Context: an optimization exercise on an open-source flow, tuned for small area, a short achievable clock period and few clock cycles per item. The choices shown serve that exercise and are no tape-out recipe. Function was checked by simulation only, so behaviour that the tests miss may differ from the original. No activity file was given, so power comes from the tool's default toggle rates.

==> flow/design.v <==
package mas_pkg;
  localparam int W = 256;
endpackage
module multiword_add_sequencer (
  input  logic         clk,
  input  logic         rst,
  input  logic         in_valid,
  output logic         in_ready,
  input  logic [255:0] a,
  input  logic [255:0] b,
  input  logic         cin,
  input  logic         sub,
  output logic         out_valid,
  input  logic         out_ready,
  output logic [255:0] sum,
  output logic         cout
);
  localparam int W  = 256;
  localparam int K  = 8;        
  localparam int NB = W / K;    
  localparam int LK = $clog2(K);
  localparam int LB = $clog2(NB);
  logic [W-1:0]  bx, g, p, s0_d;
  logic [NB-1:0] bg, bp;         
  logic [NB:0]   bc_d;           
  assign bx = b ^ {W{sub}};
  assign g  = a & bx;
  assign p  = a ^ bx;
  always_comb begin
    logic [K-1:0] tg, tp;
    for (int j = 0; j < NB; j++) begin
      tg = g[j*K +: K];
      tp = p[j*K +: K];
      if (j == 0) tg[0] = tg[0] | (tp[0] & (sub | cin));
      for (int l = 0; l < LK; l++)
        for (int i = 0; i < K; i++)
          if (i[l]) begin
            tg[i] = tg[i] | (tp[i] & tg[((i >> l) << l) - 1]);
            tp[i] = tp[i] & tp[((i >> l) << l) - 1];
          end
      s0_d[j*K] = p[j*K] ^ ((j == 0) ? (sub | cin) : 1'b0);
      for (int i = 1; i < K; i++) s0_d[j*K+i] = p[j*K+i] ^ tg[i-1];
      bg[j] = tg[K-1];
      bp[j] = tp[K-1];
    end
  end
  always_comb begin
    logic [NB-1:0] tg, tp;
    tg = bg;
    tp = bp;
    for (int l = 0; l < LB; l++)
      for (int i = 0; i < NB; i++)
        if (i[l]) begin
          tg[i] = tg[i] | (tp[i] & tg[((i >> l) << l) - 1]);
          tp[i] = tp[i] & tp[((i >> l) << l) - 1];
        end
    bc_d[0] = 1'b0;
    for (int j = 1; j <= NB; j++) bc_d[j] = tg[j-1];
  end
  logic [W-1:0]  s0_q;
  logic [NB:1]   bc_q;
  logic          valid_q;
  assign in_ready = ~valid_q | out_ready;
  always_ff @(posedge clk or posedge rst) begin
    if (rst)           valid_q <= 1'b0;
    else if (in_ready) valid_q <= in_valid;
  end
  always_ff @(posedge clk) begin
    if (in_ready) begin
      s0_q <= s0_d;
      bc_q <= bc_d[NB:1];
    end
  end
  always_comb begin
    logic [K-1:0] m;
    for (int i = 0; i < K; i++) sum[i] = s0_q[i];
    for (int j = 1; j < NB; j++) begin
      m = s0_q[j*K +: K];
      for (int l = 0; l < LK; l++)
        for (int i = 0; i < K; i++)
          if (i[l]) m[i] = m[i] & m[((i >> l) << l) - 1];
      sum[j*K] = s0_q[j*K] ^ bc_q[j];
      for (int i = 1; i < K; i++) sum[j*K+i] = s0_q[j*K+i] ^ (bc_q[j] & m[i-1]);
    end
  end
  assign cout      = bc_q[NB];
  assign out_valid = valid_q;
endmodule
==> flow/flow/run.sh <==
#!/bin/bash
# The standard layout (standard.sh), with every port buffered by the
# smallest buffer cell instead of the one buffer_ports picks by default.
set -euo pipefail
export BUFFER_PORTS_ARGS="-buffer_cell sky130_fd_sc_hd__buf_1"
bash standard.sh > standard.log 2>&1
==> flow/standard.sh <==
#!/bin/bash
# synth_recipe.tcl (not shown) runs the flow's synth.tcl, then flattens the netlist and writes it again
# the make line also repeats each setting of config.mk as NAME=value (left out here)
make -C /OpenROAD-flow-scripts/flow DESIGN_CONFIG=/design/flow/config.mk WORK_HOME=/design/flow/orfs CLKGATE_MAP_FILE= SYNTH_SCRIPT=/design/flow/synth_recipe.tcl "${@:-finish}"
==> flow/config.mk <==
export PLATFORM = sky130hd
export DESIGN_NAME = multiword_add_sequencer
export DESIGN_NICKNAME = multiword_add_sequencer
export VERILOG_FILES = /design/flow/design.v
export SDC_FILE = /design/flow/constraint.sdc
export NUM_CORES = 4
export LEC_CHECK = 0
export CAP_MARGIN = 20
export CORE_MARGIN = 2
export CORE_UTILIZATION = 40
export SETUP_SLACK_MARGIN = 3.2
export SLEW_MARGIN = 20
==> flow/constraint.sdc <==
create_clock -name core_clock -period 6.5 [get_ports {clk}]
set_input_delay 1.3000 -clock core_clock [delete_from_list [all_inputs] [get_ports {clk}]]
set_output_delay 1.3000 -clock core_clock [all_outputs]
set_load 0.01 [all_outputs]
==> results of run 1 <==
timing repair:
action                                  4_1_cts  5_1_grt
buffers inserted                             49       60
gates resized for setup                     161      138
endpoints found under the setup margin      192      130
cloned                                       10        3
pin swaps                                    62       89
metal layers:
metal	share of wire [%]	vias up
li1	-	9806
met1	38	10100
met2	51	757
met3	7.1	189
met4	4.4	16
met5	0.13	-
through the flow:
step           cells  utilization (%)  hold slack [ns]  instance area (um2)
3_3_place_gp    3865             46.9             1.07                28800
3_5_place_dp    3865             46.9             1.11                28800
5_1_grt         4063             52.9            0.516                32500
4_1_cts         3994             51.1            0.487                31400
6_report        4067             52.9            0.528                32500
2_1_floorplan   2316                -             1.03                25000
cells in the final DEF (no fill, tap or decap), types with 19 or more instances in the layout:
master | netlist | final
buf_1 | 25 | 750
xor2_1 | 341 | 321
inv_1 | 308 | 299
edfxtp_1 | 288 | 288
ha_1 | 285 | 270
xnor2_1 | 239 | 215
nand4_1 | 111 | 111
buf_4 | 8 | 109
nand3_1 | 76 | 74
fa_1 | 97 | 68
nand2_1 | 64 | 59
nor2_1 | 92 | 57
a21oi_1 | 80 | 46
clkbuf_16 | 0 | 42
a21o_1 | 40 | 40
o21ai_0 | 41 | 31
a21oi_2 | 0 | 29
fa_2 | 0 | 29
nor2b_1 | 27 | 26
xnor2_2 | 0 | 22
nor3_1 | 22 | 20
nor2_2 | 0 | 19
cell families (layout without fill, tap and decap cells):
kind of cell,after synthesis,count (layout),share of synthesized area [%]
other,0,10,0
AO/OA/AOI/OAI,273,273,7.45
adder cells (fa/ha/maj),382,382,22.3
flip-flops,289,289,35.1
AND/OR/NAND/NOR,447,449,9.36
XOR/XNOR,580,580,20.5
buffers and inverters,345,1294,5.35
cells in the mapped netlist, drive strengths merged (3+ instances only):
master	count	area share (%)
a21oi	80	1.6
nor2	92	1.4
a211oi	21	0.64
xnor2	239	8.5
clkbuf	4	0.061
a21boi	5	0.15
and3	5	0.13
or2	8	0.20
a21o	40	1.2
edfxtp	288	35
nand2b	16	0.40
nand4	111	2.8
buf	33	0.62
nand3	76	1.5
o31a	9	0.32
o21a	17	0.52
a2111o	3	0.14
nor4	5	0.13
inv	308	4.7
o21bai	15	0.46
nor3	22	0.44
a221oi	3	0.16
o31ai	5	0.15
fa	97	7.8
nor2b	28	0.74
and4	3	0.11
a31oi	5	0.13
nand3b	6	0.18
xor2	341	12
nand2	64	0.97
ha	285	14
or3	5	0.13
a221o	5	0.21
o21ai	43	0.88
power by group through the flow:
stage          registers, mW  clock network, mW  logic, mW
4_1_cts                 2.95               2.27       3.19
3_5_place_dp            2.98                  0       2.99
2_1_floorplan           2.90                  0       1.90
6_report                2.97               2.22       3.34
3_3_place_gp            2.96                  0       2.95
5_1_grt                 3.01               2.33       3.64
cell type report:
type	instances	area, um2	share of cell area [%]
Antenna cell	10	25.0	0.0769
Clock buffer	40	958	2.95
Clock inverter	30	337	1.03
Inverter	308	1160	3.55
Multi-Input combinational cell	1684	16000	49.1
Sequential cell	289	8670	26.7
Tap cell	790	988	3.04
Timing Repair Buffer	916	4430	13.6
sequential cells by signal, indices dropped and copies added (netlist names):
register,cells
bc_q,32
s0_q,256
valid_q,1
how the worst max path moves through the flow:
stage | from | endpoint | slack, ns | cells after the start
after CTS | sub | bc_q[23] | 2.02 | 16
after detailed placement | sub | bc_q[23] | 0.52 | 14
after global placement | sub | bc_q[23] | 0.65 | 16
after global routing | sub | bc_q[23] | 1.88 | 15
after floorplan | sub | bc_q[23] | 1.48 | 16
final | sub | bc_q[23] | 2.01 | 16
==> results.sh, run 1 <==
export IMPL_fin_nets=4137
export IMPL_cp_buffers_inverters=4
export IMPL_cts_tree="yes"
export IMPL_drv_slew=0
export IMPL_yosysSeqAreaShare_pct=35.1
export IMPL_r2r_end="bc_q[4]"
export IMPL_grt_pass1_vias=21500
export IMPL_path_cells="clkbuf_16 -> buf_16 -> buf_8 -> xor2_2 -> ha_1 -> o21ai_1 -> o21bai_1 -> o31a_1 -> a221o_1 -> a222oi_1 -> buf_4 -> a21boi_2 -> a41oi_4 -> o21ai_2 -> a2111o_1 -> a221o_1"
export IMPL_first_pass_iters=5
export IMPL_core_um2=61500
export IMPL_grt_overflow=0
export IMPL_ff2ff_path_depth=3
export IMPL_pwr_share_seq_pct=34.8
export IMPL_die_area_um2=63900
export IMPL_clk_latency_ns=0.57
export IMPL_timing_final_crit_period_ns=4.49
export IMPL_p_clk_share_pct=26.0
export IMPL_crit_path_max_incr_delay_ns=0.41
export IMPL_internal_power_mw=5.37
export IMPL_fin_ws_ns=2.01
export IMPL_leakagePower_nw=13.6
export IMPL_cts_hold_buf=0
export IMPL_ys_async_sr_fraction_pct=0.346
export IMPL_post_route_drc_count=0
export IMPL_worstPathRequired_ns=6.81
export IMPL_power_switching_mw=3.16
export IMPL_synthFlopType="edfxtp_1"
export IMPL_die_w_um=253
export IMPL_crit_path_top_delay_cell="a2111o_1"
export IMPL_gr_usage_all_layers_pct=25.9
export IMPL_setup_viol=0
export IMPL_clock_path_buffers=3
export IMPL_worst_ir_drop_vdd_mv=0.173
export IMPL_grtUsageMet3_pct=5.93
export IMPL_ioPinCount=777
export IMPL_vias=20900
export IMPL_vias_per_cell=5.13
export IMPL_post_route_period_util_pct=69.1
export IMPL_fillCellCount=5631
export IMPL_syn_area_per_cell_um2=10.7
export IMPL_gp_congestion=0.986
export IMPL_antenna_found_initial=17
export IMPL_use_met2_pct=46.6
export IMPL_ant_nets=0
export IMPL_clkSinkCount=289
export IMPL_io_buffers=776
export IMPL_hold_violations=0
export IMPL_die_h_um=253
export IMPL_timing_slew_headroom_pct=36.2
export IMPL_critical_path_class="in2reg"
export IMPL_routed_wirelength_um=86800
export IMPL_ys_warn_count=1
export IMPL_start_util_pct=40.2
export IMPL_start_kind="input port"
export IMPL_routedWlPerCell_um=21.3
export IMPL_drive_gt1_share_pct=14.0
export IMPL_drt_iter0_markers=1034
export IMPL_area_delta_synth_final_pct=31.4
export IMPL_swShare_pct=37.0
export IMPL_place_ws_ns=0.522
export IMPL_status="complete, no violations"
export IMPL_netlist_area_um2=24700
export IMPL_root_buffer="clkbuf_16"
export IMPL_top_usage_layer="met2"
export IMPL_crit_family="compound AO/OA/AOI/OAI gates"
export IMPL_dp_hpwl_um=70200
export IMPL_cts_buffers=38
export IMPL_drv_cap=0
export IMPL_clk_pin_slew_worst_paths_ns=0.06
export IMPL_clock_skew_ns=0.0351
export IMPL_cp_end_kind="register"
export IMPL_num_rows=91
export IMPL_critPathArrivalTime_ns=4.80
export IMPL_regToRegSetupSlack_ns=4.14
export IMPL_p_total_mw=8.53
export IMPL_cpMostUsedCell="a221o_1"
export IMPL_worst_pin_slew_ns=0.956
export IMPL_hold_class="in2async"
export IMPL_syn_nets=3216
export IMPL_ys_types=64
export IMPL_syn_inst=2316
export IMPL_grt_max_degree=128
export IMPL_r2r_start="valid_q"
export IMPL_crit_fanout=9
export IMPL_pwr_share_comb_pct=39.2
export IMPL_fmax_mhz=223
export IMPL_htree_levels=2
export IMPL_ys_ff_latch=289
export IMPL_grt_use_met1_pct=29.5
export IMPL_tns_ns=0
export IMPL_p_per_area_nw_per_um2=262
export IMPL_rsz0062_at_grt="yes"
export IMPL_grt_pass1_wl_um=125000
export IMPL_synth_edff_count=288
Testbench counts, summed over its fixed seeds: cycles 1,608, items 1,600.
==> run 2: changes to the inputs <==
--- a/flow/config.mk
+++ b/flow/config.mk
@@ -7,2 +7,3 @@
 export LEC_CHECK = 0
+export ABC_AREA = 1
 export CAP_MARGIN = 20
@@ -10,2 +11,3 @@
 export CORE_UTILIZATION = 40
+export CTS_BUF_LIST = sky130_fd_sc_hd__clkbuf_8
 export SETUP_SLACK_MARGIN = 3.2
==> run 2 against run 1 <==
  * Register-to-register slack gained 0.20 ns
  * Critical endpoint is now sum[244]
  * Clock-buffer cell count up 17
  * Setup slack improved by 1.1 ns
  * Largest power group unchanged
  * Worst hold slack lost 0.068 ns
  * Final cell count up 15%
  * Routed wire length down 0.18%
  * Non-clock buffer count rose by 130
==> results.sh, run 2 <==
export IMPL_fin_ws_ns=3.06
export IMPL_use_met2_pct=45.5
export IMPL_syn_inst=2684
export IMPL_worstPathRequired_ns=5.20
export IMPL_path_cells="nand4_1 -> nor2_2 -> buf_4 -> buf_6 -> buf_6 -> buf_6 -> buf_6 -> nor2_2 -> nor2_1 -> buf_2"
export IMPL_start_kind="register"
export IMPL_ff2ff_path_depth=2
export IMPL_clock_path_buffers=3
export IMPL_htree_levels=2
export IMPL_routed_wirelength_um=86600
export IMPL_drt_iter0_markers=972
export IMPL_cts_buffers=56
export IMPL_fin_nets=4654
export IMPL_ys_types=36
export IMPL_r2r_end="s0_q[25]"
export IMPL_yosysTopAreaCell="edfxtp_1"
export IMPL_cpMostUsedCell="buf_6"
export IMPL_cts_tree="yes"
export IMPL_grt_overflow=0
export IMPL_timing_final_crit_period_ns=3.44
export IMPL_critPathArrivalTime_ns=2.14
export IMPL_leakagePower_nw=16.1
export IMPL_largest_reg_flops=256
export IMPL_layout_cells_non_filler=4657
export IMPL_crit_path_max_incr_delay_ns=0.47
export IMPL_grt_max_degree=126
export IMPL_clock_skew_ns=0.0114
export IMPL_yosysSeqAreaShare_pct=34.0
export IMPL_io_buffers=776
export IMPL_worst_pin_slew_ns=1.01
export IMPL_post_route_period_util_pct=53.0
export IMPL_vias_per_cell=4.71
export IMPL_cts_hold_buf=0
export IMPL_r2r_start="valid_q"
export IMPL_crit_fanout=2
export IMPL_routedWlPerCell_um=18.6
export IMPL_ant_nets=0
export IMPL_gp_congestion=0.938
export IMPL_yosys_top_cells_count="455 x inv_1, 364 x xor2_1, 360 x nand2_1"
export IMPL_p_total_mw=8.22
export IMPL_regToRegSetupSlack_ns=4.34
export IMPL_synthTopCellsByArea="edfxtp_1 34%, ha_1 14%, xor2_1 13%"
export IMPL_netlist_area_um2=25500
export IMPL_grt_pass1_wl_um=124000
export IMPL_status="complete, no violations"
export IMPL_layout_common_cells="677 x buf_1, 445 x inv_1, 326 x xor2_1"
export IMPL_synth_most_common_cell="inv_1"
export IMPL_ys_async_sr_fraction_pct=0.346
export IMPL_cp_buffers_inverters=6
export IMPL_largest_register="s0_q"
export IMPL_grt_pass1_vias=21900
export IMPL_antenna_found_initial=20
export IMPL_drv_slew=0
export IMPL_post_route_drc_count=0
export IMPL_setup_viol=0
export IMPL_area_delta_synth_final_pct=37.2
export IMPL_grt_use_met1_pct=28.0
export IMPL_critical_path_class="reg2out"
export IMPL_ioPinCount=777
export IMPL_die_w_um=256
export IMPL_rsz0062_at_grt="yes"
export IMPL_top_usage_layer="met2"
export IMPL_dp_hpwl_um=66600
export IMPL_syn_nets=3584
export IMPL_p_per_area_nw_per_um2=235
export IMPL_first_pass_iters=5
export IMPL_layout_commonest_cell="buf_1"
export IMPL_grtUsageMet3_pct=6.75
export IMPL_gr_usage_all_layers_pct=24.7
export IMPL_start_util_pct=40.4
export IMPL_crit_path_top_delay_cell="edfxtp_1"
export IMPL_ys_warn_count=1
export IMPL_worst_ir_drop_vdd_mv=0.134
export IMPL_die_h_um=256
export IMPL_synth_edff_count=288
export IMPL_drive_gt1_share_pct=22.6
export IMPL_root_buffer="clkbuf_8"
export IMPL_syn_area_per_cell_um2=9.49
export IMPL_clkSinkCount=289
export IMPL_dp_cells=4279
export IMPL_core_um2=63100
export IMPL_crit_family="buffers and inverters"
export IMPL_cp_end_kind="output port"
export IMPL_timing_slew_headroom_pct=32.5
export IMPL_synthFlopType="edfxtp_1"
export IMPL_vias=21900
export IMPL_clk_latency_ns=0.65
export IMPL_synth_top_area_share_pct=33.9
export IMPL_fmax_mhz=290
export IMPL_top_regs="s0_q: 256 flops, bc_q: 32 flops, valid_q: 1 flops"
export IMPL_place_ws_ns=1.69
export IMPL_drv_cap=0
export IMPL_num_rows=92
export IMPL_tns_ns=0
export IMPL_die_area_um2=65700
export IMPL_ys_ff_latch=289
export IMPL_hold_violations=0
export IMPL_clk_pin_slew_worst_paths_ns=0.06
export IMPL_hold_class="in2async"
==> run 2: cell types whose count changed after synthesis, sizes merged, moves of 28 or more <==
cell / change
inv: +147
nand4: -63
nand2: +308
o21ai: -30
a21oi: +54
nor2: +105
nor2b: -28
and2: +33
xnor2: -33
==> run 2: how the worst max path moves through the flow <==
stage	slack (ns)	cells past startpoint	start	end
2_1_floorplan	2.69	2	out_ready	in_ready
3_3_place_gp	1.66	13	sub	bc_q[28]
3_5_place_dp	1.69	20	sub	bc_q[27]
4_1_cts	3.00	8	bc_q[30]	sum[247]
5_1_grt	2.95	8	bc_q[30]	sum[245]
6_report	3.06	10	bc_q[30]	sum[244]
==> run 2: timing repair <==
| item | CTS | global route |
|---|---|---|
| setup endpoints to repair | 218 | 141 |
| cloned | 8 | 7 |
| resized for setup | 281 | 309 |
| pin swaps | 130 | 168 |
| setup buffers | 182 | 66 |
==> run 2: layout make-up <==
| cell class | count | area [um2] |
|---|---|---|
| repair buffers | 1046 | 5740 |
| multi-input cells | 1906 | 16800 |
| clock buffers | 57 | 785 |
| clock inverters | 44 | 181 |
| diodes | 14 | 35.0 |
| fillers | 5784 | 28100 |
| flip-flops and latches | 289 | 8670 |
| well taps | 846 | 1060 |
| inverters | 455 | 1710 |
==> run 2: layer usage <==
metal / share of wire, % / wire (um)
met1: 38 / 32900
met5: 0.11 / 95
met2: 51 / 44400
met3: 7.7 / 6680
met4: 3.0 / 2620
==> run 2: kinds of logic after synthesis <==
kind of cell / Yosys count / synth area share (%)
DFF: 289 / 34.0
adders and majority gates: 382 / 21.6
buffers and inverters: 493 / 7.55
and+or+nand+nor: 759 / 12.9
AOI/OAI and AO/OA: 191 / 4.29
xor gates and xnor gates: 570 / 19.6
==> run 2: through the flow <==
| stage | util (%) | cell area, um2 | hold WS, ns |
|---|---|---|---|
| after floorplan | - | 25900 | 1.03 |
| after global placement | 47.0 | 29600 | 0.954 |
| after detailed placement | 47.0 | 29600 | 0.953 |
| after CTS | 52.6 | 33200 | 0.401 |
| after global routing | 55.4 | 35000 | 0.439 |
| final | 55.4 | 35000 | 0.460 |
==> run 2: power by group <==
part           switching, mW  leakage (nW)  internal (mW)
registers              0.285          2.91           2.63
logic                   2.10          12.6           1.54
clock network          0.854         0.580          0.808
total                   3.24          16.1           4.98
==> run 2: worst reg2reg max path: cells and delay by family (launching register included) <==
family / cells / cell delay [ns]
AND/OR/NAND/NOR: 1 / 0.27
flip-flops: 1 / 0.61
buffers and inverters: 1 / 0.84
==> run 3: changes to the inputs <==
--- a/flow/config.mk
+++ b/flow/config.mk
@@ -10,3 +10,3 @@
 export CORE_MARGIN = 2
-export CORE_UTILIZATION = 40
+export CORE_UTILIZATION = 60
 export CTS_BUF_LIST = sky130_fd_sc_hd__clkbuf_8
==> run 3 against run 2 <==
  * The run now fails in I/O pin placement (3_2_place_iop)
  * Synthesized cell count unchanged
  * Area after synthesis did not move
==> results.sh, run 3 <==
export IMPL_status="stopped before the end"
export IMPL_lastStage="I/O pin placement (3_2_place_iop)"
export IMPL_error="[ERROR PPL-0024] Number of IO pins (777) exceeds maximum number of available positions (756). Increase the die perimeter from 840.26um to 1056.72um."
export IMPL_ys_types=36
export IMPL_ys_warn_count=1
export IMPL_syn_nets=3584
export IMPL_syn_inst=2684
export IMPL_synth_most_common_cell="inv_1"
export IMPL_start_util_pct=60.7
export IMPL_syn_area_per_cell_um2=9.49
export IMPL_die_h_um=210
export IMPL_num_rows=75
export IMPL_synthFlopType="edfxtp_1"
export IMPL_die_w_um=210
export IMPL_yosysTopAreaCell="edfxtp_1"
export IMPL_netlist_area_um2=25500
export IMPL_synth_top_area_share_pct=33.9
export IMPL_ys_async_sr_fraction_pct=0.346
export IMPL_ys_ff_latch=289
export IMPL_synth_edff_count=288
export IMPL_yosysSeqAreaShare_pct=34.0
export IMPL_yosys_top_cells_count="455 x inv_1, 364 x xor2_1, 360 x nand2_1"
export IMPL_synthTopCellsByArea="edfxtp_1 34%, ha_1 14%, xor2_1 13%"
## run 3: cells by family after synthesis
group	count (synthesis)	share of synthesized area [%]
compound gates	191	4.29
xor+xnor	570	19.6
fa+ha+maj	382	21.6
buf+inv	493	7.55
flops	289	34.0
simple gates	759	12.9
==> run 4: changes to the inputs <==
--- a/flow/config.mk
+++ b/flow/config.mk
@@ -10,5 +10,4 @@
 export CORE_MARGIN = 2
-export CORE_UTILIZATION = 60
-export CTS_BUF_LIST = sky130_fd_sc_hd__clkbuf_8
-export SETUP_SLACK_MARGIN = 3.2
+export CORE_UTILIZATION = 40
+export SETUP_SLACK_MARGIN = 2.8
 export SLEW_MARGIN = 20
==> run 4 against run 3 <==
  * The run now finishes clean
  * Area after synthesis unchanged
  * Synthesized cell count unchanged
==> results.sh, run 4 <==
export IMPL_die_area_um2=65700
export IMPL_yosysTopAreaCell="edfxtp_1"
export IMPL_timing_final_crit_period_ns=3.57
export IMPL_antenna_found_initial=16
export IMPL_regToRegSetupSlack_ns=4.50
export IMPL_worst_ir_drop_vdd_mv=0.151
export IMPL_tns_ns=0
export IMPL_yosysSeqAreaShare_pct=34.0
export IMPL_cts_hold_buf=0
export IMPL_p_total_mw=7.92
export IMPL_grt_pass1_wl_um=116000
export IMPL_hold_slack_ns=0.557
export IMPL_ys_async_sr_fraction_pct=0.346
export IMPL_die_w_um=256
export IMPL_post_route_drc_count=0
export IMPL_grt_pass1_vias=20500
export IMPL_dp_cells=4277
export IMPL_start_util_pct=40.4
export IMPL_hold_class="in2async"
export IMPL_drive_gt1_share_pct=4.24
export IMPL_clkSinkCount=289
export IMPL_io_buffers=776
export IMPL_critical_path_class="in2reg"
export IMPL_worst_pin_slew_ns=0.943
export IMPL_ant_nets=0
export IMPL_core_um2=63100
export IMPL_clk_pin_slew_worst_paths_ns=0.05
export IMPL_root_buffer="clkbuf_16"
export IMPL_final_cell_area_um2=31000
export IMPL_clock_skew_ns=0.0166
export IMPL_crit_path_top_delay_cell="fa_1"
export IMPL_syn_inst=2684
export IMPL_ioPinCount=777
export IMPL_first_pass_iters=5
export IMPL_largest_reg_flops=256
export IMPL_ff2ff_path_depth=2
export IMPL_dp_hpwl_um=64500
export IMPL_routed_wirelength_um=77900
export IMPL_crit_path_max_incr_delay_ns=0.41
export IMPL_num_rows=92
export IMPL_area_delta_synth_final_pct=21.7
export IMPL_seqCellArea_um2=8670
export IMPL_synth_top_area_share_pct=33.9
export IMPL_path_cells="clkbuf_16 -> buf_4 -> clkbuf_16 -> xor2_1 -> ha_1 -> fa_1 -> nand3_1 -> nand3b_1 -> nand2_1 -> nand3_1 -> nand2_1 -> nand2_1 -> a21oi_1 -> nand2_2 -> a21boi_0 -> nand2_1"
export IMPL_place_ws_ns=1.89
export IMPL_synth_edff_count=288
export IMPL_vias=20400
export IMPL_netlist_area_um2=25500
export IMPL_p_per_area_nw_per_um2=255
export IMPL_cts_buffers=39
export IMPL_grt_overflow=0
export IMPL_grt_max_degree=142
export IMPL_clk_latency_ns=0.55
export IMPL_drv_slew=0
export IMPL_clock_path_buffers=3
export IMPL_drv_cap=0
export IMPL_htree_levels=2
export IMPL_ys_ff_latch=289
export IMPL_synthTopCellsByArea="edfxtp_1 34%, ha_1 14%, xor2_1 13%"
export IMPL_status="complete, no violations"
export IMPL_r2r_end="bc_q[2]"
export IMPL_layout_commonest_cell="buf_1"
export IMPL_gr_usage_all_layers_pct=22.9
export IMPL_vias_per_cell=4.68
export IMPL_start_kind="input port"
export IMPL_layout_common_cells="771 x buf_1, 454 x inv_1, 363 x xor2_1"
export IMPL_ys_types=36
export IMPL_fin_nets=4387
export IMPL_yosys_top_cells_count="455 x inv_1, 364 x xor2_1, 360 x nand2_1"
export IMPL_cp_buffers_inverters=3
export IMPL_layout_cells_non_filler=4366
export IMPL_leakagePower_nw=13.9
export IMPL_worstSetupPathDepth=16
export IMPL_critPathArrivalTime_ns=3.87
export IMPL_cp_endpoint="bc_q[27]"
export IMPL_worstPathRequired_ns=6.80
export IMPL_cts_tree="yes"
export IMPL_syn_nets=3584
export IMPL_routedWlPerCell_um=17.8
export IMPL_largest_register="s0_q"
export IMPL_cp_end_kind="register"
export IMPL_setup_worst_path_start="sub"
export IMPL_crit_family="simple AND/OR/NAND/NOR gates"
export IMPL_timing_slew_headroom_pct=37.1
export IMPL_dpl_cell_area_um2=29400
export IMPL_synthFlopType="edfxtp_1"
export IMPL_drt_iter0_markers=951
export IMPL_setup_viol=0
export IMPL_hold_violations=0
export IMPL_synth_most_common_cell="inv_1"
export IMPL_fmax_mhz=280
export IMPL_gp_congestion=0.898
export IMPL_crit_fanout=27
export IMPL_r2r_start="valid_q"
export IMPL_fin_ws_ns=2.93
export IMPL_top_regs="s0_q: 256 flops, bc_q: 32 flops, valid_q: 1 flops"
export IMPL_cpMostUsedCell="nand2_1"
export IMPL_utilization_pct=49.2
export IMPL_ys_warn_count=1
export IMPL_post_route_period_util_pct=54.9
export IMPL_syn_area_per_cell_um2=9.49
export IMPL_die_h_um=256
export IMPL_rsz0062_at_grt="yes"
export IMPL_fillCellCount=6213
export IMPL_multi_input_area_um2=15100
## run 4: cell counts after synthesis
Identical to the previous run, type by type.
## run 4: logic make-up after synthesis
group	after synthesis	synth area share [%]
AND/OR/NAND/NOR	759	12.9
XOR/XNOR	570	19.6
buffers and inverters	493	7.55
adder cells (fa/ha/maj)	382	21.6
flip-flops	289	34.0
AO/OA/AOI/OAI	191	4.29
## run 4: how the worst min path moves through the flow
stage | end | startpoint | cells past startpoint
finish | valid_q | rst | 2
global route | valid_q | rst | 2
CTS | valid_q | rst | 2
detailed placement | valid_q | valid_q | 2
global placement | valid_q | valid_q | 2
floorplan | valid_q | rst | 1
## run 4: what timing repair did
item | 4_1_cts | 5_1_grt
setup buffers | 0 | 8
setup endpoints to repair | 27 | 30
cloned | 2 | 5
pin swaps | 0 | 6
gates resized for setup | 13 | 30
## run 4: where the power goes
group	switching (mW)	internal, mW
logic	1.86	1.16
clock network	0.841	1.17
registers	0.247	2.63
total	2.95	4.96
## run 4: layout make-up
cell class / count / share of cell area, %
inverter: 455 / 5.51
clock inverter: 19 / 0.468
sequential: 289 / 28.0
antenna: 9 / 0.0726
timing repair buffer: 800 / 10.8
clock buffer: 46 / 3.23
multi-input combinational: 1902 / 48.6
tap: 846 / 3.41
## run 4: per-layer routing
metal	wire length (um)	global-route usage, %
met1	30800	26.0
met5	79	0
met2	39600	42.2
met4	2230	6.69
met3	5170	5.65
## run 4: worst reg2reg max path: stages (launching register included)
cell	delay, ns
dfrtp_1	0.43
nand2_8	0.36
buf_4	0.78
==> run 5: changes to the inputs <==
--- a/flow/config.mk
+++ b/flow/config.mk
@@ -11,3 +11,3 @@
 export CORE_UTILIZATION = 40
-export SETUP_SLACK_MARGIN = 2.8
+export SETUP_SLACK_MARGIN = 2.5
 export SLEW_MARGIN = 20
==> run 5 against run 4 <==
  * Still clean
  * Sequential power hardly changed
  * Setup slack worse by 0.12 ns
  * Non-clock buffer count is 12 lower
  * Design area is 1.4% lower
  * Via count is 0.19% higher
==> results.sh, run 5 <==
export IMPL_gp_congestion=0.917
export IMPL_layout_commonest_cell="buf_1"
export IMPL_grt_overflow=0
export IMPL_synth_most_common_cell="inv_1"
export IMPL_clk_latency_ns=0.55
export IMPL_seqCellArea_um2=8670
export IMPL_htree_levels=2
export IMPL_cts_buffers=38
export IMPL_root_buffer="clkbuf_16"
export IMPL_die_h_um=256
export IMPL_post_route_drc_count=0
export IMPL_ant_nets=0
export IMPL_drv_cap=0
export IMPL_synthFlopType="edfxtp_1"
export IMPL_io_buffers=776
export IMPL_layout_cells_non_filler=4348
export IMPL_worstPathRequired_ns=6.91
export IMPL_core_um2=63100
export IMPL_tns_ns=0
export IMPL_critical_path_class="in2reg"
export IMPL_drv_slew=0
export IMPL_first_pass_iters=5
export IMPL_timing_final_crit_period_ns=3.69
export IMPL_top_regs="s0_q: 256 flops, bc_q: 32 flops, valid_q: 1 flops"
export IMPL_status="complete, no violations"
export IMPL_clock_path_buffers=3
export IMPL_p_total_mw=7.87
export IMPL_setup_viol=0
export IMPL_netlist_area_um2=25500
export IMPL_yosysTopAreaCell="edfxtp_1"
export IMPL_grt_pass1_vias=20200
export IMPL_vias_per_cell=4.71
export IMPL_cts_hold_buf=0
export IMPL_drive_gt1_share_pct=2.75
export IMPL_start_util_pct=40.4
export IMPL_ioPinCount=777
export IMPL_grt_max_degree=116
export IMPL_place_ws_ns=1.70
export IMPL_hold_class="in2async"
export IMPL_fillCellCount=6254
export IMPL_ys_warn_count=1
export IMPL_fmax_mhz=271
export IMPL_met3WireLength_um=4880
export IMPL_synth_edff_count=288
export IMPL_multi_input_area_um2=14900
export IMPL_routedWlPerCell_um=17.7
export IMPL_fin_ws_ns=2.81
export IMPL_ys_ff_latch=289
export IMPL_largest_reg_flops=256
export IMPL_cp_end_kind="register"
export IMPL_grt_pass1_wl_um=117000
export IMPL_yosys_top_cells_count="455 x inv_1, 364 x xor2_1, 360 x nand2_1"
export IMPL_largest_register="s0_q"
export IMPL_die_area_um2=65700
export IMPL_vias=20500
export IMPL_worst_pin_slew_ns=0.775
export IMPL_crit_fanout=40
export IMPL_cts_setup_buffers=0
export IMPL_synth_top_area_share_pct=33.9
export IMPL_post_route_period_util_pct=56.8
export IMPL_yosysSeqAreaShare_pct=34.0
export IMPL_fin_nets=4374
export IMPL_synthTopCellsByArea="edfxtp_1 34%, ha_1 14%, xor2_1 13%"
export IMPL_p_per_area_nw_per_um2=257
export IMPL_clk_pin_slew_worst_paths_ns=0.06
export IMPL_layout_common_cells="775 x buf_1, 455 x inv_1, 364 x xor2_1"
export IMPL_rsz0062_at_grt="no"
export IMPL_hold_slack_ns=0.545
export IMPL_clock_skew_ns=0.0155
export IMPL_critPathArrivalTime_ns=4.10
export IMPL_hold_violations=0
export IMPL_worst_ir_drop_vdd_mv=0.159
export IMPL_cts_tree="yes"
export IMPL_gr_usage_all_layers_pct=23.1
export IMPL_syn_nets=3584
export IMPL_routed_wirelength_um=77200
export IMPL_syn_area_per_cell_um2=9.49
export IMPL_num_rows=92
export IMPL_timing_slew_headroom_pct=48.3
export IMPL_drt_met1_wl_um=31500
export IMPL_start_kind="input port"
export IMPL_die_w_um=256
export IMPL_route_met2_wl_um=38700
export IMPL_dp_hpwl_um=65800
export IMPL_ys_async_sr_fraction_pct=0.346
export IMPL_drt_iter0_markers=996
export IMPL_dp_cells=4280
export IMPL_area_delta_synth_final_pct=20.0
export IMPL_antenna_found_initial=5
export IMPL_ys_types=36
export IMPL_syn_inst=2684
export IMPL_top_layer="met5"
export IMPL_clkSinkCount=289
export IMPL_leakagePower_nw=13.7
run 5: cell count changes in the layout (fill, tap and decap cells not counted), sizes merged:
cell,previous run,this run
clkbuf,54,48
clkinv,15,10
buf,792,788
diode,9,6
run 5: cell families after synthesis:
family,Yosys count,share of synthesized area (%)
and+or+nand+nor,759,12.9
xor gates and xnor gates,570,19.6
adders and majority gates,382,21.6
DFF,289,34.0
AOI/OAI and AO/OA,191,4.29
buffers and inverters,493,7.55
run 5: stage by stage:
step                      utilization, %  cell area, um2
after CTS                           48.4           30600
after global routing                48.5           30600
after detailed placement            46.6           29400
after global placement              46.6           29400
after floorplan                        -           25500
final                               48.5           30600
run 5: layout make-up:
class	count	share of cell area (%)
Multi-Input combinational cell	1902	48.7
Sequential cell	289	28.4
Timing Repair Buffer	788	10.1
Inverter	455	5.58
Tap cell	846	3.46
Clock buffer	48	3.30
Clock inverter	14	0.401
Antenna cell	6	0.0491
run 5: report_power, final:
group	leakage [nW]	total, mW	internal (mW)	switching, mW
sequential	2.91	2.87	2.63	0.240
combinational	10.2	3.00	1.13	1.86
clock	0.549	2.00	1.17	0.829
run 5: worst max-delay path, stage by stage:
cell and delay [ns]:
buf_12 0.28, buf_4 0.35, xnor2_1 0.21, inv_1 0.08, ha_1 0.27, nand2_1 0.05, inv_1 0.07, nand3_1 0.07
nor3_1 0.44, nand2_1 0.19, nor2_1 0.24, nand3_1 0.24, nor2_1 0.15, nand2_1 0.06, nand2_1 0.07
run 5: per-layer routing:
metal / global-route usage, % / up-vias
met3: 4.70 / 97
met1: 27.9 / 9604
li1: - / 10200
met2: 41.4 / 583
met4: 6.65 / 4
met5: 0 / -
run 5: timing repair:
item	CTS	global route
resized for setup	1	4
setup endpoints to repair	20	17
hold endpoints to repair	0	0
run 5: worst paths after layout:
kind / start / endpoint / slack [ns] / cells past startpoint
worst max-delay path: sub / bc_q[27] / 2.81 / 15
worst min-delay path: rst / valid_q / 0.54 / 2
worst max register to register: valid_q / s0_q[166] / 4.49 / 2
worst min register to register: valid_q / s0_q[175] / 1.08 / 1
max in group asynchronous: rst / valid_q / 5.87 / 2
min in group core_clock: in_valid / valid_q / 0.96 / 3
==> run 6: changes to the inputs <==
--- a/flow/config.mk
+++ b/flow/config.mk
@@ -11,3 +11,4 @@
 export CORE_UTILIZATION = 40
-export SETUP_SLACK_MARGIN = 2.5
+export CTS_BUF_LIST = sky130_fd_sc_hd__clkbuf_8
+export SETUP_SLACK_MARGIN = 3.0
 export SLEW_MARGIN = 20
==> run 6 against run 5 <==
  * Still clean on timing, DRC and antenna
  * Power fell by 0.74%
  * Design area rose by 5.2%
  * Global-route usage rose by 0.71 points
  * Area after synthesis did not move
  * Critical path depth fell by 7
  * Critical path type is now reg2out
  * Highest routed layer unchanged
==> results.sh, run 6 <==
export IMPL_status="complete, no violations"
export IMPL_layout_cells_non_filler=4515
export IMPL_seqCellArea_um2=8670
export IMPL_drv_slew=0
export IMPL_die_area_um2=65700
export IMPL_ioPinCount=777
export IMPL_cts_tree="yes"
export IMPL_gr_usage_all_layers_pct=23.8
export IMPL_yosys_top_cells_count="455 x inv_1, 364 x xor2_1, 360 x nand2_1"
export IMPL_die_w_um=256
export IMPL_synthFlopType="edfxtp_1"
export IMPL_syn_area_per_cell_um2=9.49
export IMPL_p_per_area_nw_per_um2=243
export IMPL_netlist_area_um2=25500
export IMPL_hold_class="in2async"
export IMPL_critical_path_class="reg2out"
export IMPL_p_total_mw=7.81
export IMPL_layout_commonest_cell="buf_1"
export IMPL_cts_buffers=56
export IMPL_num_rows=92
export IMPL_timing_final_crit_period_ns=3.50
export IMPL_grt_pass1_wl_um=119000
export IMPL_dp_hpwl_um=66200
export IMPL_path_cells="nand4_1 -> buf_4 -> buf_6 -> buf_6 -> buf_6 -> buf_6 -> xor2_1 -> buf_2"
export IMPL_area_delta_synth_final_pct=26.3
export IMPL_cp_end_kind="output port"
export IMPL_critPathArrivalTime_ns=2.20
export IMPL_fillCellCount=6081
export IMPL_die_h_um=256
export IMPL_ys_ff_latch=289
export IMPL_grt_overflow=0
export IMPL_worst_ir_drop_vdd_mv=0.167
export IMPL_grt_pass1_vias=21100
export IMPL_antenna_found_initial=18
export IMPL_dp_cells=4285
export IMPL_clk_pin_slew_worst_paths_ns=0.06
export IMPL_hold_violations=0
export IMPL_routed_wirelength_um=81200
export IMPL_synth_edff_count=288
export IMPL_fin_ws_ns=3.00
export IMPL_gp_congestion=0.942
export IMPL_layout_common_cells="732 x buf_1, 454 x inv_1, 357 x xor2_1"
export IMPL_tns_ns=0
export IMPL_ys_async_sr_fraction_pct=0.346
export IMPL_multi_input_area_um2=15600
export IMPL_clock_skew_ns=0.0320
export IMPL_yosysSeqAreaShare_pct=34.0
export IMPL_utilization_pct=51.0
export IMPL_top_regs="s0_q: 256 flops, bc_q: 32 flops, valid_q: 1 flops"
export IMPL_grt_max_degree=129
export IMPL_vias=21100
export IMPL_crit_path_top_delay_cell="edfxtp_1"
export IMPL_clk_latency_ns=0.65
export IMPL_cpMostUsedCell="buf_6"
export IMPL_vias_per_cell=4.67
export IMPL_root_buffer="clkbuf_8"
export IMPL_start_util_pct=40.4
export IMPL_dpl_cell_area_um2=29500
export IMPL_leakagePower_nw=14.6
export IMPL_hold_slack_ns=0.448
export IMPL_largest_register="s0_q"
export IMPL_crit_path_max_incr_delay_ns=0.45
export IMPL_ys_warn_count=1
export IMPL_cts_hold_buf=0
export IMPL_rsz0062_at_grt="yes"
export IMPL_clkSinkCount=289
export IMPL_ys_types=36
export IMPL_place_ws_ns=1.59
export IMPL_post_route_period_util_pct=53.9
export IMPL_setup_viol=0
export IMPL_crit_fanout=2
export IMPL_worst_pin_slew_ns=0.850
export IMPL_synthTopCellsByArea="edfxtp_1 34%, ha_1 14%, xor2_1 13%"
export IMPL_start_kind="register"
export IMPL_drv_cap=0
export IMPL_fmax_mhz=285
export IMPL_regToRegSetupSlack_ns=3.72
export IMPL_routedWlPerCell_um=18.0
export IMPL_syn_nets=3584
export IMPL_yosysTopAreaCell="edfxtp_1"
export IMPL_synth_top_area_share_pct=33.9
export IMPL_post_route_drc_count=0
export IMPL_drive_gt1_share_pct=12.2
export IMPL_final_cell_area_um2=32200
export IMPL_syn_inst=2684
export IMPL_ant_nets=0
export IMPL_synth_most_common_cell="inv_1"
export IMPL_timing_slew_headroom_pct=43.3
export IMPL_io_buffers=776
export IMPL_drt_iter0_markers=919
export IMPL_core_um2=63100
export IMPL_fin_nets=4510
export IMPL_worstPathRequired_ns=5.20
export IMPL_largest_reg_flops=256
export IMPL_clock_path_buffers=3
export IMPL_first_pass_iters=5
export IMPL_htree_levels=2
==> run 6: cell counts after synthesis <==
Identical to the previous run, type by type.
==> run 6: timing repair <==
| action | in CTS | in global routing |
|---|---|---|
| buffers inserted | 52 | 58 |
| endpoints found under the setup margin | 130 | 79 |
| cloned | 2 | 1 |
| pin swaps | 27 | 78 |
| resized for setup | 94 | 148 |
| hold endpoints to repair | 0 | 0 |
==> run 6: final cells by class <==
cell class | instances | share of cell area, %
Antenna cell | 19 | 0.148
Clock buffer | 58 | 2.48
Clock inverter | 40 | 0.513
Inverter | 455 | 5.31
Multi-Input combinational cell | 1902 | 48.4
Sequential cell | 289 | 26.9
Tap cell | 846 | 3.29
Timing Repair Buffer | 906 | 12.9
==> run 6: layer usage <==
| layer | vias up | track usage [%] | wire length (um) |
|---|---|---|---|
| met1 | 9836 | 27.0 | 31200 |
| met5 | - | 0 | 24 |
| met4 | 4 | 10.5 | 3270 |
| met2 | 661 | 41.5 | 40300 |
| li1 | 10500 | - | - |
| met3 | 151 | 6.85 | 6420 |
==> run 6: power breakdown <==
part	leakage [nW]	internal, mW	switching, mW
Sequential	2.91	2.63	0.254
Combinational	11.1	1.31	1.96
Clock	0.561	0.817	0.836
Total	14.6	4.75	3.05
==> run 6: critical path: cells and delay by family, from the launching register on <==
kind	cells	cell delay [ns]
flip-flops	1	0.45
buffers and inverters	6	0.74
XOR/XNOR	1	0.13
AND/OR/NAND/NOR	1	0.22
==> run 6: cells by family (layout without fill, tap and decap cells) <==
logic type	Yosys count	count (layout)	synth area share, %
and+or+nand+nor	759	759	12.9
xor gates and xnor gates	570	570	19.6
buffers and inverters	493	1459	7.55
adders and majority gates	382	382	21.6
DFF	289	289	34.0
AOI/OAI and AO/OA	191	191	4.29
other	0	19	0
==> run 6: worst paths after layout <==
check | to | depth (start not counted) | from
max | sum[139] | 8 | bc_q[17]
min | valid_q | 2 | rst
max reg2reg | s0_q[48] | 3 | valid_q
min reg2reg | valid_q | 2 | valid_q
max in group asynchronous | valid_q | 2 | rst
min in group core_clock | valid_q | 3 | in_valid
==> run 7: changes to the inputs <==
--- a/flow/config.mk
+++ b/flow/config.mk
@@ -12,3 +12,3 @@
 export CTS_BUF_LIST = sky130_fd_sc_hd__clkbuf_8
-export SETUP_SLACK_MARGIN = 3.0
+export SETUP_SLACK_MARGIN = 2.8
 export SLEW_MARGIN = 20
==> run 7 against run 6 <==
  * Sequential share of layout area is 1.0 points higher
  * Global-route usage is 0.77 points lower
  * Die area stayed put
  * Via count is 2.4% lower
  * Final cell count is 2.2% lower
  * Routed wire length is 4.1% lower
  * Sequential cell count stayed put
  * Clock skew is 0.0018 ns lower
  * Setup slack worse by 0.10 ns
  * Power is 1.6% lower
==> results.sh, run 7 <==
export IMPL_status="complete, no violations"
export IMPL_utilization_pct=49.2
export IMPL_ioPinCount=777
export IMPL_drt_iter0_markers=932
export IMPL_vias=20600
export IMPL_drv_slew=0
export IMPL_post_route_period_util_pct=55.5
export IMPL_cts_tree="yes"
export IMPL_setup_viol=0
export IMPL_clock_path_buffers=3
export IMPL_crit_path_max_incr_delay_ns=0.43
export IMPL_clk_latency_ns=0.66
export IMPL_p_per_area_nw_per_um2=248
export IMPL_antenna_found_initial=14
export IMPL_layout_common_cells="763 x buf_1, 471 x inv_1, 362 x xor2_1"
export IMPL_drive_gt1_share_pct=5.76
export IMPL_start_kind="register"
export IMPL_htree_levels=2
export IMPL_path_cells="nand4_1 -> nor2_2 -> buf_4 -> buf_4 -> buf_4 -> buf_4 -> buf_4 -> nor2_2 -> nor2_1 -> clkbuf_2"
export IMPL_timing_slew_headroom_pct=36.3
export IMPL_route_met2_wl_um=39400
export IMPL_internal_power_mw=4.71
export IMPL_synth_most_common_cell="inv_1"
export IMPL_hold_class="in2async"
export IMPL_cpMostUsedCell="buf_4"
export IMPL_yosysSeqAreaShare_pct=34.0
export IMPL_crit_fanout=2
export IMPL_clock_skew_ns=0.0302
export IMPL_synthTopCellsByArea="edfxtp_1 34%, ha_1 14%, xor2_1 13%"
export IMPL_tns_ns=0
export IMPL_fillCellCount=6269
export IMPL_gr_usage_all_layers_pct=23.0
export IMPL_largest_reg_flops=256
export IMPL_ant_nets=0
export IMPL_seqCellArea_um2=8670
export IMPL_yosysTopAreaCell="edfxtp_1"
export IMPL_worst_pin_slew_ns=0.956
export IMPL_worst_ir_drop_vdd_mv=0.148
export IMPL_clk_pin_slew_worst_paths_ns=0.06
export IMPL_place_ws_ns=1.89
export IMPL_top_regs="s0_q: 256 flops, bc_q: 32 flops, valid_q: 1 flops"
export IMPL_area_delta_synth_final_pct=21.8
export IMPL_num_rows=92
export IMPL_fin_nets=4413
export IMPL_root_buffer="clkbuf_8"
export IMPL_timing_final_crit_period_ns=3.61
export IMPL_die_area_um2=65700
export IMPL_die_w_um=256
export IMPL_start_util_pct=40.4
export IMPL_gp_congestion=0.898
export IMPL_crit_path_top_delay_cell="edfxtp_1"
export IMPL_grt_max_degree=142
export IMPL_io_buffers=776
export IMPL_grt_pass1_wl_um=117000
export IMPL_die_h_um=256
export IMPL_drv_cap=0
export IMPL_top_layer="met5"
export IMPL_ys_warn_count=1
export IMPL_power_switching_mw=2.97
export IMPL_netlist_area_um2=25500
export IMPL_core_um2=63100
export IMPL_hold_slack_ns=0.469
export IMPL_multi_input_area_um2=15100
export IMPL_ys_ff_latch=289
export IMPL_swShare_pct=38.6
export IMPL_ys_async_sr_fraction_pct=0.346
export IMPL_syn_area_per_cell_um2=9.49
export IMPL_critPathArrivalTime_ns=2.31
export IMPL_clkSinkCount=289
export IMPL_syn_inst=2684
export IMPL_first_pass_iters=4
export IMPL_synth_top_area_share_pct=33.9
export IMPL_pwr_share_comb_pct=39.8
export IMPL_grt_overflow=0
export IMPL_fmax_mhz=277
export IMPL_rsz0062_at_grt="yes"
export IMPL_layout_commonest_cell="buf_1"
export IMPL_dp_hpwl_um=64500
export IMPL_ys_types=36
export IMPL_critical_path_class="reg2out"
export IMPL_cts_buffers=57
export IMPL_cp_end_kind="output port"
export IMPL_leakagePower_nw=14.0
export IMPL_worstPathRequired_ns=5.20
export IMPL_largest_register="s0_q"
export IMPL_post_route_drc_count=0
export IMPL_routedWlPerCell_um=17.7
export IMPL_hold_violations=0
export IMPL_syn_nets=3584
export IMPL_synth_edff_count=288
export IMPL_met3WireLength_um=5100
export IMPL_vias_per_cell=4.67
export IMPL_drt_met1_wl_um=30700
export IMPL_fin_ws_ns=2.89
export IMPL_synthFlopType="edfxtp_1"
export IMPL_pwr_share_seq_pct=37.5
export IMPL_p_clk_share_pct=22.8
export IMPL_yosys_top_cells_count="455 x inv_1, 364 x xor2_1, 360 x nand2_1"
export IMPL_routed_wirelength_um=77900
export IMPL_grt_pass1_vias=20700
[run 7: changes by cell type in the layout (fill, tap and decap cells not counted), moves of 19 or more]
| cell | delta |
|---|---|
| and2_1 | +28 |
| and2_4 | -28 |
| buf_1 | +31 |
| buf_2 | -19 |
| buf_4 | -99 |
| nor2_1 | +25 |
[run 7: stage by stage]
| step | total power [mW] | area (um2) | instances |
|---|---|---|---|
| floorplan | 4.80 | 25600 | 2684 |
| detailed placement | 5.90 | 29400 | 4277 |
| finish | 7.68 | 31000 | 4414 |
| global route | 8.21 | 31000 | 4412 |
| CTS | 7.73 | 30700 | 4394 |
| global placement | 5.86 | 29400 | 4277 |
[run 7: cell families after synthesis]
logic type | Yosys count | share of synthesized area [%]
compound gates | 191 | 4.29
xor+xnor | 570 | 19.6
fa+ha+maj | 382 | 21.6
buf+inv | 493 | 7.55
flops | 289 | 34.0
simple gates | 759 | 12.9
[run 7: power by group through the flow]
stage / logic (mW) / registers, mW / clock network, mW
after floorplan: 1.96 / 2.84 / 0
after global placement: 2.97 / 2.89 / 0
after detailed placement: 2.99 / 2.91 / 0
after CTS: 3.04 / 2.88 / 1.81
after global routing: 3.40 / 2.93 / 1.88
final: 3.05 / 2.88 / 1.75
[run 7: routing by layer]
| layer | track usage (%) | vias to the layer above |
|---|---|---|
| met5 | 0 | - |
| met4 | 7.82 | 10 |
| met3 | 5.38 | 144 |
| met2 | 42.1 | 582 |
| met1 | 26.2 | 9618 |
| li1 | - | 10200 |
[run 7: what timing repair did]
item                       in CTS  in global routing
hold endpoints to repair        0                  0
pin swaps                       6                 10
cloned                          2                  4
setup buffers                  10                  7
gates resized for setup        26                 45
hold buffers                    0                  0
setup endpoints to repair      27                 42
[run 7: cell type report]
cell class,instances,area share [%]
multi-input cells,1902,48.8
flip-flops and latches,289,28.0
repair buffers,808,10.9
inverters,455,5.50
well taps,846,3.41
clock buffers,58,2.57
clock inverters,47,0.794
diodes,9,0.0726
[run 7: final timing paths]
| kind | start | to | slack [ns] | depth (start not counted) |
|---|---|---|---|---|
| setup / recovery | bc_q[1] | sum[12] | 2.89 | 10 |
| hold / removal | rst | valid_q | 0.47 | 2 |
| setup reg to reg | valid_q | s0_q[126] | 4.50 | 2 |
| hold reg to reg | valid_q | valid_q | 0.90 | 2 |
| max in group asynchronous | rst | valid_q | 5.94 | 2 |
| min in group core_clock | in_valid | valid_q | 0.86 | 3 |
[run 7: critical path, delay by kind of cell (launching register included)]
| kind | cells | cell delay [ns] |
|---|---|---|
| simple gates | 4 | 0.46 |
| flops | 1 | 0.43 |
| buf+inv | 6 | 0.76 |
==> run 8: changes to the inputs <==
--- a/flow/config.mk
+++ b/flow/config.mk
@@ -12,2 +12,4 @@
 export CTS_BUF_LIST = sky130_fd_sc_hd__clkbuf_8
+export CTS_CLUSTER_DIAMETER = 100
+export CTS_CLUSTER_SIZE = 12
 export SETUP_SLACK_MARGIN = 2.8
==> run 8 against run 7 <==
  * Non-clock buffer count up 7
  * Global-route usage down 0.25 points
  * First-iteration DRC count up 5.6%
  * Core utilization down 0.64 points
  * Power shrank 7.2%
  * Via count down 0.89%
  * Worst hold slack lost 0.028 ns
  * Sequential cell count is the same
  * Sequential share of layout area rose by 0.37 points
  * Setup slack improved by 0.0032 ns
==> results.sh, run 8 <==
export IMPL_status="complete, no violations"
export IMPL_netlist_area_um2=25500
export IMPL_cp_end_kind="output port"
export IMPL_cts_hold_buf=0
export IMPL_syn_inst=2684
export IMPL_die_h_um=256
export IMPL_cts_buffers=30
export IMPL_swShare_pct=39.8
export IMPL_die_area_um2=65700
export IMPL_fin_nets=4395
export IMPL_syn_area_per_cell_um2=9.49
export IMPL_internal_power_mw=4.29
export IMPL_start_util_pct=40.4
export IMPL_grtUsageMet3_pct=5.06
export IMPL_timing_slew_headroom_pct=40.0
export IMPL_grt_use_met1_pct=26.3
export IMPL_start_kind="register"
export IMPL_antenna_found_initial=13
export IMPL_fillCellCount=6290
export IMPL_dp_cells=4277
export IMPL_dpl_cell_area_um2=29400
export IMPL_rsz0062_at_grt="yes"
export IMPL_die_w_um=256
export IMPL_grt_pass1_vias=20500
export IMPL_ys_types=36
export IMPL_power_switching_mw=2.84
export IMPL_largest_register="s0_q"
export IMPL_gr_usage_all_layers_pct=22.8
export IMPL_pwr_share_seq_pct=40.3
export IMPL_clock_path_buffers=3
export IMPL_critical_path_class="reg2out"
export IMPL_hold_violations=0
export IMPL_layout_cells_non_filler=4358
export IMPL_worst_pin_slew_ns=0.899
export IMPL_leakagePower_nw=13.7
export IMPL_vias_per_cell=4.68
export IMPL_synthFlopType="edfxtp_1"
export IMPL_num_rows=92
export IMPL_synth_edff_count=288
export IMPL_htree_levels=1
export IMPL_post_route_period_util_pct=55.4
export IMPL_final_cell_area_um2=30600
export IMPL_tns_ns=0
export IMPL_yosysSeqAreaShare_pct=34.0
export IMPL_fmax_mhz=278
export IMPL_clkSinkCount=289
export IMPL_r2r_end="s0_q[225]"
export IMPL_core_um2=63100
export IMPL_p_per_area_nw_per_um2=233
export IMPL_synth_top_area_share_pct=33.9
export IMPL_ys_ff_latch=289
export IMPL_worst_ir_drop_vdd_mv=0.152
export IMPL_ys_async_sr_fraction_pct=0.346
export IMPL_drv_slew=0
export IMPL_grt_max_degree=142
export IMPL_p_clk_share_pct=16.5
export IMPL_p_total_mw=7.13
export IMPL_cts_tree="yes"
export IMPL_r2r_start="valid_q"
export IMPL_dp_hpwl_um=64500
export IMPL_timing_final_crit_period_ns=3.60
export IMPL_clock_skew_ns=0.0334
export IMPL_ff2ff_path_depth=2
export IMPL_vias=20400
export IMPL_gp_congestion=0.898
export IMPL_drt_iter0_markers=984
export IMPL_yosys_top_cells_count="455 x inv_1, 364 x xor2_1, 360 x nand2_1"
export IMPL_ant_nets=0
export IMPL_worstPathRequired_ns=5.20
export IMPL_grt_pass1_wl_um=116000
export IMPL_routedWlPerCell_um=17.9
export IMPL_place_ws_ns=1.89
export IMPL_fin_ws_ns=2.90
export IMPL_area_delta_synth_final_pct=20.2
export IMPL_drive_gt1_share_pct=5.54
export IMPL_grt_overflow=0
export IMPL_ys_warn_count=1
export IMPL_routed_wirelength_um=78200
export IMPL_synthTopCellsByArea="edfxtp_1 34%, ha_1 14%, xor2_1 13%"
export IMPL_use_met2_pct=42.0
export IMPL_regToRegSetupSlack_ns=4.48
export IMPL_critPathArrivalTime_ns=2.30
export IMPL_clk_latency_ns=0.65
export IMPL_top_regs="s0_q: 256 flops, bc_q: 32 flops, valid_q: 1 flops"
export IMPL_largest_reg_flops=256
export IMPL_syn_nets=3584
export IMPL_drv_cap=0
export IMPL_post_route_drc_count=0
export IMPL_ioPinCount=777
export IMPL_crit_fanout=3
export IMPL_clk_pin_slew_worst_paths_ns=0.08
export IMPL_layout_common_cells="759 x buf_1, 454 x inv_1, 362 x xor2_1"
export IMPL_root_buffer="clkbuf_8"
export IMPL_synth_most_common_cell="inv_1"
export IMPL_yosysTopAreaCell="edfxtp_1"
export IMPL_setup_viol=0
export IMPL_top_usage_layer="met2"
export IMPL_hold_class="in2async"
export IMPL_pwr_share_comb_pct=43.2
export IMPL_layout_commonest_cell="buf_1"
export IMPL_io_buffers=776
export IMPL_first_pass_iters=5
==> run 8: metal layers <==
metal	wire (um)	vias up
met5	58	-
met4	2420	10
met3	4760	113
met2	39800	549
met1	31100	9567
li1	-	10200
==> run 8: worst max-delay path, stage by stage, from the launching register on <==
cell and delay, ns:
edfxtp_1 0.43, nand4_1 0.19, nor2_2 0.18, inv_1 0.08
nor2_4 0.12, and2_4 0.17, nand2_2 0.08, xnor2_4 0.25
buf_2 0.19
==> run 8: worst max path at each step <==
stage / start / to / slack, ns / cells after the start
floorplan: out_ready / in_ready / 2.69 / 2
global placement: sub / bc_q[27] / 2.00 / 20
detailed placement: sub / bc_q[32] / 1.89 / 19
CTS: s0_q[249] / sum[255] / 2.73 / 8
global route: s0_q[208] / sum[215] / 2.73 / 8
finish: bc_q[31] / sum[255] / 2.90 / 8
==> run 8: power by group through the flow <==
stage | clock, mW | sequential, mW | combinational, mW
6_report | 1.18 | 2.87 | 3.08
5_1_grt | 1.29 | 2.92 | 3.42
4_1_cts | 1.23 | 2.87 | 3.04
3_5_place_dp | 0 | 2.91 | 2.99
3_3_place_gp | 0 | 2.89 | 2.97
2_1_floorplan | 0 | 2.84 | 1.96
==> run 8: cell families after synthesis <==
| group | after synthesis | synth area share (%) |
|---|---|---|
| compound gates | 191 | 4.29 |
| xor+xnor | 570 | 19.6 |
| fa+ha+maj | 382 | 21.6 |
| buf+inv | 493 | 7.55 |
| flops | 289 | 34.0 |
| simple gates | 759 | 12.9 |
==> run 8: timing repair <==
action | in CTS | in global routing
setup buffers | 9 | 15
endpoints found under the setup margin | 27 | 51
gates resized for setup | 26 | 64
cloned | 2 | 6
pin swaps | 7 | 18
==> run 8: area by class of cell <==
| class | count | area, um2 | share of cell area [%] |
|---|---|---|---|
| Sequential cell | 289 | 8670 | 28.3 |
| Clock inverter | 7 | 72.6 | 0.237 |
| Multi-Input combinational cell | 1904 | 15200 | 49.6 |
| Tap cell | 846 | 1060 | 3.46 |
| Timing Repair Buffer | 815 | 3470 | 11.3 |
| Clock buffer | 31 | 427 | 1.39 |
| Antenna cell | 11 | 27.5 | 0.0899 |
| Inverter | 455 | 1710 | 5.58 |
==> run 8: through the flow <==
stage	hold slack, ns	utilization (%)
floorplan	1.03	-
global placement	0.899	46.6
detailed placement	0.910	46.6
CTS	0.372	47.8
global route	0.410	48.5
finish	0.441	48.5

==> afterwards: timing with drivers on the ports <==
How much do the figures lean on ideal ports? The routed layouts below were timed once more, with nothing changed but the port constraints.
Step 1, drivers: a clkbuf_16 drives clk and a buf_2 each remaining input, both assumed.
Step 2 moves the port delays by t, midway between the first and last clock arrival at a register: inputs arrive t later, outputs are due t later. That takes back most of the time a late clock gives input paths.
Three values: no drivers, after step 1, after step 2; two values: the first two.
| run | t (ns) | setup slack, ns | worst setup path at the end | clock arrival spread, ns | worst data-port slew with drivers (ns) |
|---|---|---|---|---|---|
| run 1 | 0.615 | 2.007 / 1.924 / 1.309 | input to register | 0.036 / 0.036 | 0.19 |
| run 2 | 0.697 | 3.058 / 3.002 / 2.367 | input to register | 0.021 / 0.021 | 0.23 |
| run 4 | 0.600 | 2.933 / 2.881 / 2.321 | input to register | 0.025 / 0.026 | 0.14 |
| run 5 | 0.598 | 2.810 / 2.806 / 2.208 | input to register | 0.016 / 0.016 | 0.20 |
| run 6 | 0.699 | 2.995 / 2.933 / 2.240 | input to register | 0.039 / 0.039 | 0.24 |
| run 7 | 0.690 | 2.894 / 2.841 / 2.278 | input to register | 0.051 / 0.051 | 0.13 |
| run 8 | 0.693 | 2.897 / 2.843 / 2.275 | input to register | 0.039 / 0.039 | 0.14 |
After both steps every run listed still meets setup and hold. For run 6, which loses most, drivers alone change the setup slack by -0.062 ns; drivers and shift together by -0.755 ns.
